Context: an optimization exercise on an open-source flow, tuned for small area, a short achievable clock period and few clock cycles per item. The choices shown serve that exercise and are no tape-out recipe.
Only simulation tests tie the RTL to the original design; equivalence was not proved.
No activity file was given, so power comes from the tool's default toggle rates.

## run A
## tilt_error_group_averager
module tilt_error_group_averager
(
    input  wire logic                  aclk,
    input  wire logic                  aresetn,
    input  wire logic                  cfg_we,
    input  wire logic [CFG_ADDR_W-1:0] cfg_addr,
    input  wire logic [CFG_DATA_W-1:0] cfg_wdata,
    input  wire logic                  s_tvalid,
    output logic                       s_tready,
    input  wire logic [S_DATA_W-1:0]   s_tdata,    
    output logic                       m_tvalid,
    input  wire logic                  m_tready,
    output logic [M_DATA_W-1:0]        m_tdata,    
    output logic [M_USER_W-1:0]        m_tuser     
);
For scale: about 1200 cells after synthesis, about 160 flip-flops, roughly 85 I/O pins.
Settings: LEC_CHECK=0, ABC_AREA=1, CAP_MARGIN=20, CORE_MARGIN=2, CORE_UTILIZATION=40, CTS_BUF_LIST=sky130_fd_sc_hd__clkbuf_8, SLEW_MARGIN=20, BUFFER_PORTS_ARGS=-buffer_cell sky130_fd_sc_hd__buf_1, SETUP_SLACK_MARGIN=8.4, TNS_END_PERCENT=100; clock period 12.0 ns.
standard.sh (not shown) runs the stock make flow with config.mk's settings and CLKGATE_MAP_FILE= SYNTH_SCRIPT=/design/flow/synth_recipe.tcl, a recipe that flattens the netlist after the stock synthesis.
==> flow/flow/run.sh <==
#!/bin/bash
# Standard ORFS layout with three changes to how it is made:
#  - synthesis maps the logic with an area-only ABC script (flow/abc_area.script) and leaves
#    adders to ABC instead of mapping full and half adders first; the registers and every
#    other synthesis step are those of the standard synthesis;
#  - the port buffers are buf_1 cells;
#  - timing repair aims for extra setup slack (flow/extra.mk).
# Each step's full output is in synth.log and standard.log here, and ORFS's own logs.
set -euo pipefail
cp -r "$FLOW_HOME/scripts" scripts_area
cp flow/abc_area.script scripts_area/abc_area.script
cat flow/extra.mk >> config.mk
bash standard.sh SCRIPTS_DIR="$PWD/scripts_area" ADDER_MAP_FILE= synth > synth.log 2>&1
bash standard.sh > standard.log 2>&1
==> flow/flow/abc_area.script <==
strash
dch
map -a
topo
stime -c
upsize -c
dnsize -c
==> flow/flow/extra.mk <==
export BUFFER_PORTS_ARGS = -buffer_cell sky130_fd_sc_hd__buf_1
export SETUP_SLACK_MARGIN = 8.4
export TNS_END_PERCENT = 100
Run A reached the final stage; the timing, design-rule and antenna checks on its layout passed.
Testbench counts of run A, summed over its fixed seeds: cycles 25,664, samples 25,600.
Edits applied to the flow inputs when going from run A to run B:
- a change of CTS_BUF_LIST from sky130_fd_sc_hd__clkbuf_8 to sky130_fd_sc_hd__clkbuf_16
==> flow/flow/abc_area.script <==
strash
dch
map -a
topo
stime -c
buffer -c
upsize -c
dnsize -c
- The worst hold slack reported for run B is smaller than that of run A by 0.0059 ns.
- Run B finished every step from synthesis to the final layout, and the layout passed the timing, design-rule and antenna checks.
- Taking run A as the reference, in run B cell area picked up an extra 1.2%; post-route non-filler standard cell count neither gained nor lost much; post-CTS setup repair buffer count lost 4.
## Diff of input files: run C against run B
- CTS_BUF_LIST: sky130_fd_sc_hd__clkbuf_16 -> sky130_fd_sc_hd__clkbuf_8
diff --git a/flow/flow/run.sh b/flow/flow/run.sh
--- a/flow/flow/run.sh
+++ b/flow/flow/run.sh
@@ -3 +3 @@
-#  - synthesis maps the logic with an area-only ABC script (flow/abc_area.script) and leaves
+#  - synthesis maps the logic with an area-oriented ABC script (flow/abc_area.script) and leaves
==> flow/flow/abc_area.script <==
strash
dch
amap
topo
stime -c
buffer -c
upsize -c
dnsize -c
Results
- The highest ir drop seen on vdd reported for run C is smaller than that of run B by 0.0000034 V.
- Clock skew was higher in run B than in run C.
- Register-to-register slack ended up 0.31 ns lower on run C than on run B.
- First-pass GRT wire length on run C is ahead of run B.
- The lower relative max-transition margin of run B and run C is in run C.
- Run C vs run B on cell count: run C is the lower one.
- Of run B and run C, the run reporting the higher tightest hold margin was run C.
- Setup WNS run B -> run C: worse
Changes in run D relative to run C:
- CORE_UTILIZATION changed from 40 to 55
- PLACE_DENSITY newly set to 0.7
diff --git a/flow/flow/run.sh b/flow/flow/run.sh
--- a/flow/flow/run.sh
+++ b/flow/flow/run.sh
@@ -3 +3 @@
-#  - synthesis maps the logic with an area-oriented ABC script (flow/abc_area.script) and leaves
+#  - synthesis maps the logic with an area-only ABC script (flow/abc_area.script) and leaves
==> flow/flow/abc_area.script <==
strash
dch
map -a
topo
stime -c
buffer -c
upsize -c
dnsize -c
- Re maximum fanout encountered on the critical timing path: run C and run D aren't equal, and the lower value belongs to run D.
- Area: run D vs run C -> run D smaller
- Delta (run D minus run C): non-clock buffer count -20; critical path buffer and inverter count +1; number of vias per cell +1.2%.
- Main combinational cell family by area after synthesis: simple AND/OR/NAND/NOR gates -> run D, compound AO/OA/AOI/OAI gates -> run C
- NOTE: multi-input gate share of the layout cell area in run D falls short of that of run C
- The mean post-synth cell area of run D falls short of that of run C by 5.2%.
diff inputs: run D => run E
- swapping 55 for 40 in CORE_UTILIZATION
- clearing PLACE_DENSITY, which used to be 0.7
[summary]
- Diff run D -> run E: clock latency on the worst-skew pair closely matched the old numbers, total power consumption of the routed design -2.9%, maximum fanout along the worst path -1.
- Compared with run D, in run E area of the die rose about 36%, non-clock buffer instance count of the final layout fell 2, final critical-path required period fell 0.028 ns, slew at the pin closest to its max-slew limit rose 0.089 ns.

-- separate check: timing with driven ports --
The flow's constraints put no driver on any port. The routed layouts listed below were extracted and timed again, unchanged, in two steps. Step 1 (the two cells are an assumption about what drives the block):
set clk [get_ports {aclk}]
set_driving_cell -lib_cell sky130_fd_sc_hd__clkbuf_16 $clk
set_driving_cell -lib_cell sky130_fd_sc_hd__buf_2 [delete_from_list [all_inputs] $clk]
Step 2 times the ports against the registers' clock, not the clock port: input delays grow and output delays shrink by t, the midpoint of the rising clock arrivals with the driver on. a / b / c = ideal / step 1 / step 2; a / b = the first two.
| run | t, ns | setup slack, ns | hold WS [ns] |
|---|---|---|---|
| run A | 0.504 | 8.442 / 8.404 / 8.211 | 0.487 / 0.487 / 0.487 |
| run B | 0.471 | 8.434 / 8.387 / 8.105 | 0.481 / 0.481 / 0.481 |
| run C | 0.503 | 8.343 / 8.343 / 8.102 | 0.497 / 0.497 / 0.497 |
| run D | 0.501 | 8.424 / 8.423 / 8.064 | 0.478 / 0.478 / 0.478 |
| run E | 0.498 | 8.452 / 8.410 / 8.108 | 0.487 / 0.487 / 0.487 |
After both steps setup and hold are still met in every run listed. For run D, which loses most, drivers alone change the setup slack by -0.001 ns; drivers and shift together by -0.360 ns.
